This is an optimization exercise on Yosys and OpenROAD, whose aim is small area, a short achievable clock period and few clock cycles per item, not a production implementation.
RTL that was checked went through simulation tests only; none was proved equivalent to the original.
Power and IR drop assume default switching activity.

==> inputs of job 5722 <==
==> flow/design.v <==
module vadd_pipe_kernel #(
    parameter int C_DATA_WIDTH = 512,
    parameter int C_LANE_WIDTH = 32,
    parameter int C_STAGES     = 1
) (
    input  logic                    clk,
    input  logic                    reset,
    output logic                    in_ready,
    input  logic                    in_avail,
    input  logic [C_DATA_WIDTH-1:0] in_data,
    input  logic                    out_ready,
    output logic                    out_avail,
    output logic [C_DATA_WIDTH-1:0] out_data,
    input  logic [C_LANE_WIDTH-1:0] cfg_addend,
    input  logic                    cfg_clear,
    output logic [31:0]             beat_count,
    output logic                    ovf_sticky
);
    localparam int N_LANES = C_DATA_WIDTH / C_LANE_WIDTH;
    logic                    valid_q;
    logic [C_DATA_WIDTH-1:0] data_q;
    logic [C_DATA_WIDTH-1:0] lane_result;
    logic [N_LANES-1:0]      lane_carry;
    logic                    load;
    for (genvar i = 0; i < N_LANES; i++) begin : g_lane
        logic [C_LANE_WIDTH:0] lane_sum;
        assign lane_sum      = {1'b0, in_data[i*C_LANE_WIDTH +: C_LANE_WIDTH]} + {1'b0, cfg_addend};
        assign lane_carry[i] = lane_sum[C_LANE_WIDTH];
        assign lane_result[i*C_LANE_WIDTH +: C_LANE_WIDTH] = lane_sum[C_LANE_WIDTH-1:0];
    end
    assign load      = !valid_q || out_ready;
    assign in_ready  = load;
    assign out_avail = valid_q;
    assign out_data  = data_q;
    always_ff @(posedge clk) begin
        if (!reset) valid_q <= 1'b0;
        else if (load) valid_q <= in_avail;
    end
    always_ff @(posedge clk) begin
        if (load) data_q <= lane_result;
    end
    always_ff @(posedge clk) begin
        if (!reset || cfg_clear) begin
            beat_count <= '0;
            ovf_sticky <= 1'b0;
        end else begin
            if (valid_q && out_ready) beat_count <= beat_count + 32'd1;
            if (in_avail && load && (|lane_carry)) ovf_sticky <= 1'b1;
        end
    end
endmodule
==> flow/flow/run.sh <==
#!/bin/bash
# Own layout flow: the standard ORFS flow (standard synthesis unchanged), with
#  - every port buffered by a small buffer (buf_1) instead of the default pick,
#  - in_ready and out_ready pins kept next to each other (their path is combinational),
# Each step's full output goes to a log file in the work folder.
set -euo pipefail
W=$(pwd)
bash standard.sh finish \
  "BUFFER_PORTS_ARGS=-buffer_cell sky130_fd_sc_hd__buf_1" \
  "PRE_IO_PLACEMENT_TCL=$W/flow/pins.tcl" \
  "PLACE_PINS_ARGS=-min_distance 1 -min_distance_in_tracks" \
  > "$W/standard.log" 2>&1
==> flow/flow/pins.tcl <==
# Keep the combinational handshake pair (out_ready -> in_ready) side by side.
set_io_pin_constraint -group -order -pin_names {out_ready in_ready}
==> flow/standard.sh <==
#!/bin/bash
# synth_recipe.tcl (not shown) runs the flow's synth.tcl, then flattens the netlist and writes it again
# the make line also repeats each setting of config.mk as NAME=value (left out here)
make -C /OpenROAD-flow-scripts/flow DESIGN_CONFIG=/design/flow/config.mk WORK_HOME=/design/flow/orfs CLKGATE_MAP_FILE= SYNTH_SCRIPT=/design/flow/synth_recipe.tcl "${@:-finish}"
==> flow/config.mk <==
export PLATFORM = sky130hd
export DESIGN_NAME = vadd_pipe_kernel
export DESIGN_NICKNAME = vadd_pipe_kernel
export VERILOG_FILES = /design/flow/design.v
export SDC_FILE = /design/flow/constraint.sdc
export NUM_CORES = 4
export LEC_CHECK = 0
export CAP_MARGIN = 20
export CORE_MARGIN = 2
export CORE_UTILIZATION = 50
export SETUP_SLACK_MARGIN = 2.8
export SLEW_MARGIN = 20
==> flow/constraint.sdc <==
create_clock -name core_clock -period 5.5 [get_ports {clk}]
set_input_delay 1.1000 -clock core_clock [delete_from_list [all_inputs] [get_ports {clk}]]
set_output_delay 1.1000 -clock core_clock [all_outputs]
set_load 0.01 [all_outputs]
==> job 5311: changes against job 5722 <==
==> flow/design.v (replaced) <==
module vadd_pipe_kernel #(
    parameter int C_DATA_WIDTH = 512,
    parameter int C_LANE_WIDTH = 32,
    parameter int C_STAGES     = 2
) (
    input  logic                    clk,
    input  logic                    reset,
    output logic                    in_ready,
    input  logic                    in_avail,
    input  logic [C_DATA_WIDTH-1:0] in_data,
    input  logic                    out_ready,
    output logic                    out_avail,
    output logic [C_DATA_WIDTH-1:0] out_data,
    input  logic [C_LANE_WIDTH-1:0] cfg_addend,
    input  logic                    cfg_clear,
    output logic [31:0]             beat_count,
    output logic                    ovf_sticky
);
    localparam int N_LANES = C_DATA_WIDTH / C_LANE_WIDTH;
    localparam int LAST    = C_STAGES - 1;
    logic [C_STAGES-1:0]     stage_valid;
    logic [C_STAGES-1:0]     stage_load;
    logic [C_DATA_WIDTH-1:0] stage_data [C_STAGES];
    logic [C_DATA_WIDTH-1:0] lane_result;
    logic [N_LANES-1:0]      lane_carry;
    logic                    in_fire;
    logic                    out_fire;
    for (genvar i = 0; i < N_LANES; i++) begin : g_lane
        logic [C_LANE_WIDTH:0] lane_sum;
        assign lane_sum      = {1'b0, in_data[i*C_LANE_WIDTH +: C_LANE_WIDTH]} + {1'b0, cfg_addend};
        assign lane_carry[i] = lane_sum[C_LANE_WIDTH];
        assign lane_result[i*C_LANE_WIDTH +: C_LANE_WIDTH] = lane_sum[C_LANE_WIDTH-1:0];
    end
    always_comb begin
        logic chain_full;
        stage_load = '0;
        chain_full = 1'b1;
        for (int k = 0; k < C_STAGES; k++) begin
            chain_full = 1'b1;
            for (int j = k; j < C_STAGES; j++) begin
                chain_full = chain_full & stage_valid[j];
            end
            stage_load[k] = !chain_full || out_ready;
        end
    end
    assign in_ready  = stage_load[0];
    assign out_avail = stage_valid[LAST];
    assign out_data  = stage_data[LAST];
    assign in_fire   = in_avail && in_ready;
    assign out_fire  = out_avail && out_ready;
    always_ff @(posedge clk) begin
        if (!reset) begin
            stage_valid <= '0;
        end else begin
            if (stage_load[0]) begin
                stage_valid[0] <= in_avail;
            end
            for (int k = 1; k < C_STAGES; k++) begin
                if (stage_load[k]) begin
                    stage_valid[k] <= stage_valid[k-1];
                end
            end
        end
    end
    always_ff @(posedge clk) begin
        if (stage_load[0]) begin
            stage_data[0] <= lane_result;
        end
        for (int k = 1; k < C_STAGES; k++) begin
            if (stage_load[k]) begin
                stage_data[k] <= stage_data[k-1];
            end
        end
    end
    always_ff @(posedge clk) begin
        if (!reset) begin
            beat_count <= '0;
            ovf_sticky <= 1'b0;
        end else if (cfg_clear) begin
            beat_count <= '0;
            ovf_sticky <= 1'b0;
        end else begin
            if (out_fire) begin
                beat_count <= beat_count + 32'd1;
            end
            if (in_fire && (|lane_carry)) begin
                ovf_sticky <= 1'b1;
            end
        end
    end
endmodule
==> flow/run.sh (new file) <==
#!/bin/bash
# synth_recipe.tcl (not shown) runs the flow's synth.tcl, then flattens the netlist and writes it again
# the make line also repeats each setting of config.mk as NAME=value (left out here)
make -C /OpenROAD-flow-scripts/flow DESIGN_CONFIG=/design/flow/config.mk WORK_HOME=/design/flow/orfs CLKGATE_MAP_FILE= SYNTH_SCRIPT=/design/flow/synth_recipe.tcl finish
Settings changed: CORE_UTILIZATION 50 to 25, SETUP_SLACK_MARGIN 2.8 to not set.
removed: flow/flow/run.sh
removed: flow/flow/pins.tcl
removed: flow/standard.sh
==> impl_metrics.csv <==
group,metric,value,unit
status,status,"finished clean",
timing,fin_crit,4.83,ns
timing,relSlewSlack,9.15,%
cells_and_area,syn2layout_area_growth,35.4,%
cells_and_area,final_common_cell,"clkdlybuf4s50_1",
timing,rsz0062_at_grt,"no",
worst_setup_path,cp_slowest_cell,"a211oi_2",
power,ir_worst_vdd,0.335,mV
synth,synth_compound_area_share,16.1,%
power,power_clock,0.00896,W
The numbers above come from job 5311.

==> impl_metrics.csv <==
group,metric,value,unit
status,status,"finished clean",
power,power_clock,0.00435,W
worst_setup_path,cp_slowest_cell,"or4_1",
power,ir_worst_vdd,0.248,mV
timing,rsz0062_at_grt,"yes",
synth,synth_compound_area_share,21.6,%
cells_and_area,syn2layout_area_growth,44.1,%
timing,fin_crit,3.76,ns
The numbers above come from job 5722.

Testbench counts of job 5311, summed over its fixed seeds: cycles 18,263, items 16,000.
Only the layout flow was run in job 5722; the RTL was not checked for function there.

* * *

==> try-tundra <==
vadd_pipe_kernel, a different RTL version from the one above (not shown whole).
clock: 5.5 ns
lec_check: 0
cap_margin: 20
core_margin: 2
core_utilization: 50
setup_slack_margin: 2.8
slew_margin: 20
synth_hierarchical: 1
standard.sh (not shown) runs the stock make flow with config.mk's settings and CLKGATE_MAP_FILE= SYNTH_SCRIPT=/design/flow/synth_recipe.tcl, a recipe that flattens the netlist after the stock synthesis.
==> flow/flow/run.sh <==
#!/bin/bash
# Own layout flow: the standard ORFS flow with the standard synthesis unchanged, then
#  - every port buffered by a small buffer (buf_1) instead of the default pick,
#  - clock-delay buffers (clkdlybuf4s*) kept out of the resizer's choices after synthesis,
#  - pins placed on adjacent tracks, in_ready and out_ready side by side,
#  - the simple adder gates reset to drive strength 1 before floorplan repair (downsize.tcl).
# Each step's full output goes to a log file in the work folder.
set -euo pipefail
W=$(pwd)
bash standard.sh synth > "$W/synth.log" 2>&1
# The platform's own don't-use list (platforms/sky130hd/config.mk).
PLAT_DONT_USE="sky130_fd_sc_hd__probe_p_8 sky130_fd_sc_hd__probec_p_8 sky130_fd_sc_hd__lpflow_bleeder_1 sky130_fd_sc_hd__lpflow_clkbufkapwr_1 sky130_fd_sc_hd__lpflow_clkbufkapwr_16 sky130_fd_sc_hd__lpflow_clkbufkapwr_2 sky130_fd_sc_hd__lpflow_clkbufkapwr_4 sky130_fd_sc_hd__lpflow_clkbufkapwr_8 sky130_fd_sc_hd__lpflow_clkinvkapwr_1 sky130_fd_sc_hd__lpflow_clkinvkapwr_16 sky130_fd_sc_hd__lpflow_clkinvkapwr_2 sky130_fd_sc_hd__lpflow_clkinvkapwr_4 sky130_fd_sc_hd__lpflow_clkinvkapwr_8 sky130_fd_sc_hd__lpflow_decapkapwr_12 sky130_fd_sc_hd__lpflow_decapkapwr_3 sky130_fd_sc_hd__lpflow_decapkapwr_4 sky130_fd_sc_hd__lpflow_decapkapwr_6 sky130_fd_sc_hd__lpflow_decapkapwr_8 sky130_fd_sc_hd__lpflow_inputiso0n_1 sky130_fd_sc_hd__lpflow_inputiso0p_1 sky130_fd_sc_hd__lpflow_inputiso1n_1 sky130_fd_sc_hd__lpflow_inputiso1p_1 sky130_fd_sc_hd__lpflow_inputisolatch_1 sky130_fd_sc_hd__lpflow_isobufsrc_1 sky130_fd_sc_hd__lpflow_isobufsrc_16 sky130_fd_sc_hd__lpflow_isobufsrc_2 sky130_fd_sc_hd__lpflow_isobufsrc_4 sky130_fd_sc_hd__lpflow_isobufsrc_8 sky130_fd_sc_hd__lpflow_isobufsrckapwr_16 sky130_fd_sc_hd__lpflow_lsbuf_lh_hl_isowell_tap_1 sky130_fd_sc_hd__lpflow_lsbuf_lh_hl_isowell_tap_2 sky130_fd_sc_hd__lpflow_lsbuf_lh_hl_isowell_tap_4 sky130_fd_sc_hd__lpflow_lsbuf_lh_isowell_4 sky130_fd_sc_hd__lpflow_lsbuf_lh_isowell_tap_1 sky130_fd_sc_hd__lpflow_lsbuf_lh_isowell_tap_2 sky130_fd_sc_hd__lpflow_lsbuf_lh_isowell_tap_4"
bash standard.sh finish \
  "DONT_USE_CELLS=$PLAT_DONT_USE sky130_fd_sc_hd__clkdlybuf4s15_1 sky130_fd_sc_hd__clkdlybuf4s15_2 sky130_fd_sc_hd__clkdlybuf4s18_1 sky130_fd_sc_hd__clkdlybuf4s18_2 sky130_fd_sc_hd__clkdlybuf4s25_1 sky130_fd_sc_hd__clkdlybuf4s25_2 sky130_fd_sc_hd__clkdlybuf4s50_1 sky130_fd_sc_hd__clkdlybuf4s50_2" \
  "BUFFER_PORTS_ARGS=-buffer_cell sky130_fd_sc_hd__buf_1" \
  "PRE_FLOORPLAN_TCL=$W/flow/downsize.tcl" \
  "PRE_IO_PLACEMENT_TCL=$W/flow/pins.tcl" \
  "PLACE_PINS_ARGS=-min_distance 1 -min_distance_in_tracks" \
  > "$W/standard.log" 2>&1
==> flow/flow/downsize.tcl <==
# Before floorplan repair: put the adder's simple gates, which synthesis mapped one
# module at a time and so often at a larger drive than needed, back to their smallest
# drive. The resizer then sizes them up again where timing needs it.
set n 0
foreach inst [get_cells *] {
  set m [get_property $inst ref_name]
  if {[regexp {^sky130_fd_sc_hd__(a21oi|o21ai|nand2|nor2|nor2b|xor2|xnor2|inv)_([0-9]+)$} $m -> f s] && $s > 1} {
    replace_cell $inst sky130_fd_sc_hd__${f}_1
    incr n
  }
}
puts "downsize.tcl: $n cells set to drive 1"
Other scripts of this flow, unchanged in this note and not shown: flow/flow/pins.tcl
==> try-delta: changes against try-tundra <==
--- a/flow/design.v
+++ b/flow/design.v
@@ -2,13 +2,12 @@
 module add_nor2 (input logic a, input logic b, output logic y); assign y = ~(a | b); endmodule
 module add_xor2 (input logic a, input logic b, output logic y); assign y = a ^ b; endmodule
 module add_xnor2 (input logic a, input logic b, output logic y); assign y = ~(a ^ b); endmodule
 module add_inv (input logic a, output logic y); assign y = ~a; endmodule
 module add_aoi21 (input logic a1, input logic a2, input logic b1, output logic y); assign y = ~((a1 & a2) | b1); endmodule
 module add_oai21 (input logic a1, input logic a2, input logic b1, output logic y); assign y = ~((a1 | a2) & b1); endmodule
-module add_nor2b (input logic a, input logic b_n, output logic y); assign y = ~(a | ~b_n); endmodule
 module add32 (input logic [31:0] a, input logic [31:0] b, output logic [31:0] s, output logic co);
     logic gn1, gn2, tn3, gn4, tn5, gn6, tn7, gn8, tn9, gn10, tn11, gn12, tn13, gn14, tn15, gn16, tn17, gn18, tn19, gn20, tn21, gn22, tn23, gn24, tn25, gn26, tn27, gn28, tn29, gn30, tn31, gn32, tn33, gn34, tn35, gn36, tn37, gn38, tn39, gn40, tn41, gn42, tn43, gn44, tn45, gn46, tn47, gn48, tn49, gn50, tn51, gn52, tn53, gn54, tn55, gn56, tn57, gn58, tn59, gn60, tn61, gn62, tn63, h64, h65, h66, h67, h68, h69, h70, h71, h72, h73, h74, h75, h76, h77, h78, h79, h80, h81, h82, h83, h84, h85, h86, h87, h88, h89, h90, h91, h92, h93, h94, gt95, gt96, pt97, gt98, pt99, gt100, pt101, gt102, pt103, gt104, pt105, gt106, pt107, gt108, pt109, gt110, pt111, gt112, pt113, gt114, pt115, gt116, pt117, gt118, pt119, gt120, pt121, gt122, pt123, gt124, pt125, iv126, gt127, gc128, iv129, iv130, gt131, pt132, gc133, pc134, iv135, iv136, gt137, pt138, gc139, pc140, iv141, iv142, gt143, pt144, gc145, pc146, iv147, iv148, gt149, pt150, gc151, pc152, iv153, iv154, gt155, pt156, gc157, pc158, iv159, iv160, gt161, pt162, gc163, pc164, iv165, iv166, gt167, pt168, gc169, pc170, gt171, iv172, gc173, gc174, gt175, gt176, pt177, iv178, iv179, gc180, pc181, gc182, pc183, gt184, pt185, gt186, pt187, iv188, iv189, gc190, pc191, gc192, pc193, gt194, pt195, gt196, pt197, iv198, iv199, gc200, pc201, gc202, pc203, gt204, pt205, iv206, gt207, gc208, gc209, gt210, gc211, gt212, gt213, gc214, iv215, iv216, gt217, pt218, gc219, pc220, gc221, pc222, gt223, pt224, gc225, pc226, gt227, pt228, gt229, pt230, gc231, pc232, gt233, iv234, gc235, gc236, gt237, gc238, gt239, gt240, gc241, gc242, gt243, gt244, gc245, gt246, gc247, gc248;
     add_nand2 u_gn1 (.a(a[0]), .b(b[0]), .y(gn1));
     add_nand2 u_gn2 (.a(a[1]), .b(b[1]), .y(gn2));
     add_nor2 u_tn3 (.a(a[1]), .b(b[1]), .y(tn3));
     add_nand2 u_gn4 (.a(a[2]), .b(b[2]), .y(gn4));
@@ -69,43 +68,43 @@
     add_nor2 u_tn59 (.a(a[29]), .b(b[29]), .y(tn59));
     add_nand2 u_gn60 (.a(a[30]), .b(b[30]), .y(gn60));
     add_nor2 u_tn61 (.a(a[30]), .b(b[30]), .y(tn61));
     add_nand2 u_gn62 (.a(a[31]), .b(b[31]), .y(gn62));
     add_nor2 u_tn63 (.a(a[31]), .b(b[31]), .y(tn63));
     add_xor2 u_s0 (.a(a[0]), .b(b[0]), .y(s[0]));
-    add_nor2b u_h64 (.a(tn3), .b_n(gn2), .y(h64));
-    add_nor2b u_h65 (.a(tn5), .b_n(gn4), .y(h65));
-    add_nor2b u_h66 (.a(tn7), .b_n(gn6), .y(h66));
-    add_nor2b u_h67 (.a(tn9), .b_n(gn8), .y(h67));
-    add_nor2b u_h68 (.a(tn11), .b_n(gn10), .y(h68));
-    add_nor2b u_h69 (.a(tn13), .b_n(gn12), .y(h69));
-    add_nor2b u_h70 (.a(tn15), .b_n(gn14), .y(h70));
-    add_nor2b u_h71 (.a(tn17), .b_n(gn16), .y(h71));
-    add_nor2b u_h72 (.a(tn19), .b_n(gn18), .y(h72));
-    add_nor2b u_h73 (.a(tn21), .b_n(gn20), .y(h73));
-    add_nor2b u_h74 (.a(tn23), .b_n(gn22), .y(h74));
-    add_nor2b u_h75 (.a(tn25), .b_n(gn24), .y(h75));
-    add_nor2b u_h76 (.a(tn27), .b_n(gn26), .y(h76));
-    add_nor2b u_h77 (.a(tn29), .b_n(gn28), .y(h77));
-    add_nor2b u_h78 (.a(tn31), .b_n(gn30), .y(h78));
-    add_nor2b u_h79 (.a(tn33), .b_n(gn32), .y(h79));
-    add_nor2b u_h80 (.a(tn35), .b_n(gn34), .y(h80));
-    add_nor2b u_h81 (.a(tn37), .b_n(gn36), .y(h81));
-    add_nor2b u_h82 (.a(tn39), .b_n(gn38), .y(h82));
-    add_nor2b u_h83 (.a(tn41), .b_n(gn40), .y(h83));
-    add_nor2b u_h84 (.a(tn43), .b_n(gn42), .y(h84));
-    add_nor2b u_h85 (.a(tn45), .b_n(gn44), .y(h85));
-    add_nor2b u_h86 (.a(tn47), .b_n(gn46), .y(h86));
-    add_nor2b u_h87 (.a(tn49), .b_n(gn48), .y(h87));
-    add_nor2b u_h88 (.a(tn51), .b_n(gn50), .y(h88));
-    add_nor2b u_h89 (.a(tn53), .b_n(gn52), .y(h89));
-    add_nor2b u_h90 (.a(tn55), .b_n(gn54), .y(h90));
-    add_nor2b u_h91 (.a(tn57), .b_n(gn56), .y(h91));
-    add_nor2b u_h92 (.a(tn59), .b_n(gn58), .y(h92));
-    add_nor2b u_h93 (.a(tn61), .b_n(gn60), .y(h93));
-    add_nor2b u_h94 (.a(tn63), .b_n(gn62), .y(h94));
+    add_xor2 u_h64 (.a(a[1]), .b(b[1]), .y(h64));
+    add_xor2 u_h65 (.a(a[2]), .b(b[2]), .y(h65));
+    add_xor2 u_h66 (.a(a[3]), .b(b[3]), .y(h66));
+    add_xor2 u_h67 (.a(a[4]), .b(b[4]), .y(h67));
+    add_xor2 u_h68 (.a(a[5]), .b(b[5]), .y(h68));
+    add_xor2 u_h69 (.a(a[6]), .b(b[6]), .y(h69));
+    add_xor2 u_h70 (.a(a[7]), .b(b[7]), .y(h70));
+    add_xor2 u_h71 (.a(a[8]), .b(b[8]), .y(h71));
+    add_xor2 u_h72 (.a(a[9]), .b(b[9]), .y(h72));
+    add_xor2 u_h73 (.a(a[10]), .b(b[10]), .y(h73));
+    add_xor2 u_h74 (.a(a[11]), .b(b[11]), .y(h74));
+    add_xor2 u_h75 (.a(a[12]), .b(b[12]), .y(h75));
+    add_xor2 u_h76 (.a(a[13]), .b(b[13]), .y(h76));
+    add_xor2 u_h77 (.a(a[14]), .b(b[14]), .y(h77));
+    add_xor2 u_h78 (.a(a[15]), .b(b[15]), .y(h78));
+    add_xor2 u_h79 (.a(a[16]), .b(b[16]), .y(h79));
+    add_xor2 u_h80 (.a(a[17]), .b(b[17]), .y(h80));
+    add_xor2 u_h81 (.a(a[18]), .b(b[18]), .y(h81));
+    add_xor2 u_h82 (.a(a[19]), .b(b[19]), .y(h82));
+    add_xor2 u_h83 (.a(a[20]), .b(b[20]), .y(h83));
+    add_xor2 u_h84 (.a(a[21]), .b(b[21]), .y(h84));
+    add_xor2 u_h85 (.a(a[22]), .b(b[22]), .y(h85));
+    add_xor2 u_h86 (.a(a[23]), .b(b[23]), .y(h86));
+    add_xor2 u_h87 (.a(a[24]), .b(b[24]), .y(h87));
+    add_xor2 u_h88 (.a(a[25]), .b(b[25]), .y(h88));
+    add_xor2 u_h89 (.a(a[26]), .b(b[26]), .y(h89));
+    add_xor2 u_h90 (.a(a[27]), .b(b[27]), .y(h90));
+    add_xor2 u_h91 (.a(a[28]), .b(b[28]), .y(h91));
+    add_xor2 u_h92 (.a(a[29]), .b(b[29]), .y(h92));
+    add_xor2 u_h93 (.a(a[30]), .b(b[30]), .y(h93));
+    add_xor2 u_h94 (.a(a[31]), .b(b[31]), .y(h94));
     add_oai21 u_gt95 (.a1(tn3), .a2(gn1), .b1(gn2), .y(gt95));
     add_oai21 u_gt96 (.a1(tn7), .a2(gn4), .b1(gn6), .y(gt96));
     add_nor2 u_pt97 (.a(tn7), .b(tn5), .y(pt97));
     add_oai21 u_gt98 (.a1(tn11), .a2(gn8), .b1(gn10), .y(gt98));
     add_nor2 u_pt99 (.a(tn11), .b(tn9), .y(pt99));
     add_oai21 u_gt100 (.a1(tn15), .a2(gn12), .b1(gn14), .y(gt100));
==> flow/flow/run.sh (replaced) <==
#!/bin/bash
# Own layout flow: the standard ORFS flow with the standard synthesis unchanged, then
#  - every port buffered by a small buffer (buf_1) instead of the default pick,
#  - clock-delay buffers (clkdlybuf4s*) kept out of the resizer's choices after synthesis,
#  - pins placed on adjacent tracks, in_ready and out_ready side by side.
# Each step's full output goes to a log file in the work folder.
set -euo pipefail
W=$(pwd)
bash standard.sh synth > "$W/synth.log" 2>&1
# The platform's own don't-use list (platforms/sky130hd/config.mk).
PLAT_DONT_USE="sky130_fd_sc_hd__probe_p_8 sky130_fd_sc_hd__probec_p_8 sky130_fd_sc_hd__lpflow_bleeder_1 sky130_fd_sc_hd__lpflow_clkbufkapwr_1 sky130_fd_sc_hd__lpflow_clkbufkapwr_16 sky130_fd_sc_hd__lpflow_clkbufkapwr_2 sky130_fd_sc_hd__lpflow_clkbufkapwr_4 sky130_fd_sc_hd__lpflow_clkbufkapwr_8 sky130_fd_sc_hd__lpflow_clkinvkapwr_1 sky130_fd_sc_hd__lpflow_clkinvkapwr_16 sky130_fd_sc_hd__lpflow_clkinvkapwr_2 sky130_fd_sc_hd__lpflow_clkinvkapwr_4 sky130_fd_sc_hd__lpflow_clkinvkapwr_8 sky130_fd_sc_hd__lpflow_decapkapwr_12 sky130_fd_sc_hd__lpflow_decapkapwr_3 sky130_fd_sc_hd__lpflow_decapkapwr_4 sky130_fd_sc_hd__lpflow_decapkapwr_6 sky130_fd_sc_hd__lpflow_decapkapwr_8 sky130_fd_sc_hd__lpflow_inputiso0n_1 sky130_fd_sc_hd__lpflow_inputiso0p_1 sky130_fd_sc_hd__lpflow_inputiso1n_1 sky130_fd_sc_hd__lpflow_inputiso1p_1 sky130_fd_sc_hd__lpflow_inputisolatch_1 sky130_fd_sc_hd__lpflow_isobufsrc_1 sky130_fd_sc_hd__lpflow_isobufsrc_16 sky130_fd_sc_hd__lpflow_isobufsrc_2 sky130_fd_sc_hd__lpflow_isobufsrc_4 sky130_fd_sc_hd__lpflow_isobufsrc_8 sky130_fd_sc_hd__lpflow_isobufsrckapwr_16 sky130_fd_sc_hd__lpflow_lsbuf_lh_hl_isowell_tap_1 sky130_fd_sc_hd__lpflow_lsbuf_lh_hl_isowell_tap_2 sky130_fd_sc_hd__lpflow_lsbuf_lh_hl_isowell_tap_4 sky130_fd_sc_hd__lpflow_lsbuf_lh_isowell_4 sky130_fd_sc_hd__lpflow_lsbuf_lh_isowell_tap_1 sky130_fd_sc_hd__lpflow_lsbuf_lh_isowell_tap_2 sky130_fd_sc_hd__lpflow_lsbuf_lh_isowell_tap_4"
bash standard.sh finish \
  "DONT_USE_CELLS=$PLAT_DONT_USE sky130_fd_sc_hd__clkdlybuf4s15_1 sky130_fd_sc_hd__clkdlybuf4s15_2 sky130_fd_sc_hd__clkdlybuf4s18_1 sky130_fd_sc_hd__clkdlybuf4s18_2 sky130_fd_sc_hd__clkdlybuf4s25_1 sky130_fd_sc_hd__clkdlybuf4s25_2 sky130_fd_sc_hd__clkdlybuf4s50_1 sky130_fd_sc_hd__clkdlybuf4s50_2" \
  "BUFFER_PORTS_ARGS=-buffer_cell sky130_fd_sc_hd__buf_1" \
  "PRE_IO_PLACEMENT_TCL=$W/flow/pins.tcl" \
  "PLACE_PINS_ARGS=-min_distance 1 -min_distance_in_tracks" \
  > "$W/standard.log" 2>&1
removed: flow/flow/downsize.tcl
==> flow_summary.yaml <==
routing:
  wl_met1_um: 59600
  vias: 42100
  drt-wirelength-per-cell_um: 19.8
power:
  power_frac_comb_pct: 32.6
  p_switching_w: 0.00577
  seq_cell_power_w: 0.00606
floorplanning:
  core_area_um2: 85100
layout:
  n_fill_cell: 7820
  diodes: 78
  drive_above_1_share_pct: 13.6
  fin_cells: 7864
  signal_buffers: 1283
  buffer_area_share_pct: 10.7
worst_setup_path:
  r2r_cells: 3
outcome:
  status: "timing/DRC/antenna clean"
place:
  hpwl_um: 119000
The numbers above come from try-delta.

==> flow_summary.yaml <==
power:
  seq_cell_power_w: 0.00594
  switching_share_pct: 34.6
worst_setup_path:
  crit_family: "simple AND/OR/NAND/NOR gates"
  r2r_cells: 4
  path_max_fanout: 2
outcome:
  status: "timing/DRC/antenna clean"
layout:
  seq_area_um2: 16400
  diodes: 55
  num-nonclk-inverters: 420
  fin_cells: 7672
  signal_buffers: 1212
  drive_above_1_share_pct: 6.00
  buffer_area_share_pct: 10.4
place:
  hpwl_um: 113000
routing:
  wl_met1_um: 57000
  drt-wirelength-per-cell_um: 19.7
floorplanning:
  core_area_um2: 78900
  fp.dieW_um: 286
cts:
  numCtsBuffers: 70
timing:
  whs_ns: 0.486
The numbers above come from try-tundra.

Testbench counts of try-tundra, summed over its fixed seeds: cycles 18,258, items 16,000.
For try-delta, only the layout was checked, not whether the RTL still works.

static timing again, ports no longer ideal:
The results above use ideal ports. As a check the final layouts listed here were re-extracted and re-timed, cells and wires unchanged. Step 1 assumes that a clkbuf_16 drives the clock port and a buf_2 every other input. Step 2 times the ports against the registers' clock, not the clock port: input delays grow and output delays shrink by t, the midpoint of the rising clock arrivals with the driver on. a / b / c = ideal ports / drivers / drivers and shift; a / b = the first two.
run | t (ns) | setup slack, ns | hold WS [ns] | worst setup path at the end
job 5722 | 0.699 | 1.744 / 1.766 / 1.067 | 0.502 / 0.502 / 0.502 | input to register
job 5311 | 0.869 | 0.674 / 0.726 / -0.142 | 0.393 / 0.393 / 0.393 | input to register
try-tundra | 0.683 | 2.253 / 2.182 / 2.202 | 0.486 / 0.486 / 0.486 | input to register
try-delta | 0.694 | 2.305 / 2.232 / 2.201 | 0.495 / 0.495 / 0.495 | input to register
Met with ideal ports but missed after step 2: setup timing in job 5311. The setup slack of job 5311, which loses most, moves by +0.052 ns with the drivers and by -0.816 ns with both steps.
